This is an optimization exercise on Yosys and OpenROAD, whose aim is small area and a short achievable clock period, not a production implementation.
The RTL was checked by simulation tests, not by an equivalence proof against the original design.
No driver is modelled on the clock port, so clock power and skew are understated where the tree is cut down; a real chip needs a root buffer or a tree.
Power figures rest on the tool's default switching activity, not on a simulated workload.

Design squeeze_conv_layer, start of the top module:
module squeeze_conv_layer
(
	input  wire        clk,
	input  wire        rst_n,
	input  wire        layer_en,
	input  wire [15:0] ifm,
	input  wire        ram_feedback,
	output wire [63:0] ofm,
	output wire        ofm_sample,
	output wire        layer_finish
);
Size: roughly 940 cells after synthesis, roughly 210 flip-flops, ~86 I/O pins, roughly 0.011 mm² of cells after synthesis.
clock: 10.0 ns
lec_check: 0
cap_margin: 20
core_margin: 2
core_utilization: 40
slew_margin: 20
synth_hierarchical: 1
synth_minimum_keep_size: 0
standard.sh (not shown) runs the stock make flow with config.mk's settings and CLKGATE_MAP_FILE= SYNTH_SCRIPT=/design/flow/synth_recipe.tcl, a recipe that flattens the netlist after the stock synthesis.
==> flow/flow/run.sh <==
#!/bin/bash
# Standard synthesis unchanged. The layout steps use plain buffers on the ports,
# a shallow clock tree without dummy loads (flat_cts.tcl bypasses the middle
# level, so the root drives the leaf buffers), and ask the repair passes for
# extra setup margin on the worst paths only, so that the achieved period
# shrinks with little added area (constraints unchanged).
set -euo pipefail
bash standard.sh synth > synth.log 2>&1
bash standard.sh \
  "BUFFER_PORTS_ARGS=-buffer_cell sky130_fd_sc_hd__buf_2" \
  "CTS_ARGS=-sink_clustering_enable -repair_clock_nets -dont_use_dummy_load -buf_list sky130_fd_sc_hd__clkbuf_16 -root_buf sky130_fd_sc_hd__clkbuf_16 -sink_clustering_size 25 -sink_clustering_max_diameter 150" \
  "PRE_CTS_TCL=$PWD/flow/flat_cts.tcl" \
  SETUP_SLACK_MARGIN=7.3 TNS_END_PERCENT=0 finish > layout.log 2>&1
Other scripts of this flow, unchanged in this note and not shown: flow/flow/flat_cts.tcl
Change:
--- a/flow/config.mk
+++ b/flow/config.mk
@@ -8,5 +8,6 @@
 export CAP_MARGIN = 20
 export CORE_MARGIN = 2
-export CORE_UTILIZATION = 40
+export CORE_UTILIZATION = 48
+export PLACE_DENSITY = 0.65
 export SLEW_MARGIN = 20
 export SYNTH_HIERARCHICAL = 1
Combinational power is about the same.
Global-route usage rose by 2.7 points.
Routed wire length is lower by 2.1%.
Change:
--- a/flow/config.mk
+++ b/flow/config.mk
@@ -8,6 +8,6 @@
 export CAP_MARGIN = 20
 export CORE_MARGIN = 2
-export CORE_UTILIZATION = 48
-export PLACE_DENSITY = 0.65
+export CORE_UTILIZATION = 55
+export PLACE_DENSITY = 0.7
 export SLEW_MARGIN = 20
 export SYNTH_HIERARCHICAL = 1
Fmax hardly moves.
Cell count shrinks by 1.1%.
Worst setup slack hardly moves.
Sequential power barely changes.
Global-route usage rose by 2.4 points.
Hold slack gets better by 17 ps.

Setup of v6:
squeeze_conv_layer, a different RTL version from the one above (not shown whole).
Size in the first run: about 1000 cells after synthesis, roughly 200 flip-flops, roughly 0.011 mm² of cells after synthesis.
Design squeeze_conv_layer, start of the top module:
module squeeze_conv_layer
(
	input  wire        clk,
	input  wire        rst_n,
	input  wire        layer_en,
	input  wire [15:0] ifm,
	input  wire        ram_feedback,
	output wire [63:0] ofm,
	output wire        ofm_sample,
	output wire        layer_finish
);
clock: 10.0 ns
lec_check: 0
cap_margin: 20
core_margin: 2
core_utilization: 40
slew_margin: 20
==> flow/flow/run.sh <==
#!/bin/bash
# Standard synthesis unchanged; the layout steps then ask the repair passes for
# extra setup margin so that the achieved period shrinks (constraints unchanged).
set -euo pipefail
bash standard.sh synth > synth.log 2>&1
bash standard.sh SETUP_SLACK_MARGIN=7.0 finish > layout.log 2>&1
v6 completed; timing, DRC and antenna clean
Relative to v6, the following input files were edited for v7:
==> flow/run.sh (new file) <==
#!/bin/bash
# synth_recipe.tcl (not shown) runs the flow's synth.tcl, then flattens the netlist and writes it again
# the make line also repeats each setting of config.mk as NAME=value (left out here)
make -C /OpenROAD-flow-scripts/flow DESIGN_CONFIG=/design/flow/config.mk WORK_HOME=/design/flow/orfs CLKGATE_MAP_FILE= SYNTH_SCRIPT=/design/flow/synth_recipe.tcl finish
-- flow/config.mk --
<<< v6, line 8
export CAP_MARGIN = 20
export CORE_MARGIN = 2
export CORE_UTILIZATION = 40
export SLEW_MARGIN = 20
>>> v7, line 8
export CAP_MARGIN = 20
export CELL_PAD_IN_SITES_DETAIL_PLACEMENT = 1
export CELL_PAD_IN_SITES_GLOBAL_PLACEMENT = 1
export CORE_MARGIN = 2
export CORE_UTILIZATION = 35
export SLEW_MARGIN = 20
removed: flow/flow/run.sh
removed: flow/standard.sh
- Maximum operating frequency in v7 vs v6: down about 11%
- Die area (v6 / v7): 0.878
- As far as latest clock arrival within the worst-skew pair is concerned, v6 and v7 perform about the same.
- In the flow results for v6 and v7, the vertical extent of the die is smaller on v6.
- Cmp v6 and v7 / final weighted congestion in routability-driven placement / lower: v7
- v7 vs v6 — share of the final layout cell area in multi-input gates dropped 0.68 points.
- Compare v6 and v7 | routed wire length lower: v6
- Against v6 as the reference, v7 delivers a lower sequential share of power.
- Higher endpoint arrival time on the critical path was reported by v7, not v6.
- v7 vs v6 on setup slack: v7 is the lower one.
- Sequential fraction of total cell area down 0.53 points in v7 wrt v6

-- re-timing with driven ports --
In the flow no input, the clock included, has a driving cell. The finished layouts below were timed again as built, in two steps.
Step 1 sets driving cells, clkbuf_16 on the clock port and buf_2 on the other inputs (assumed; they add their load-dependent delay and slew).
Step 2 moves the port delays by t, midway between the first and last clock arrival at a register: inputs arrive t later, outputs are due t later. That takes back most of the time a late clock gives input paths.
Three values: ideal, step 1, step 2; two values: the first two.
run | t (ns) | setup WS [ns] | cell pins on the clock port's net
the first run of note 1 | 0.432 | 7.046 / 7.000 / 7.123 | 1
the second run of note 1 | 0.424 | 7.061 / 7.016 / 7.126 | 1
the third run of note 1 | 0.433 | 7.061 / 7.013 / 7.102 | 1
v6 | 0.549 | 6.957 / 6.917 / 7.067 | 1
v7 | 0.565 | 6.570 / 6.523 / 6.620 | 1
After both steps every run listed still meets setup and hold.
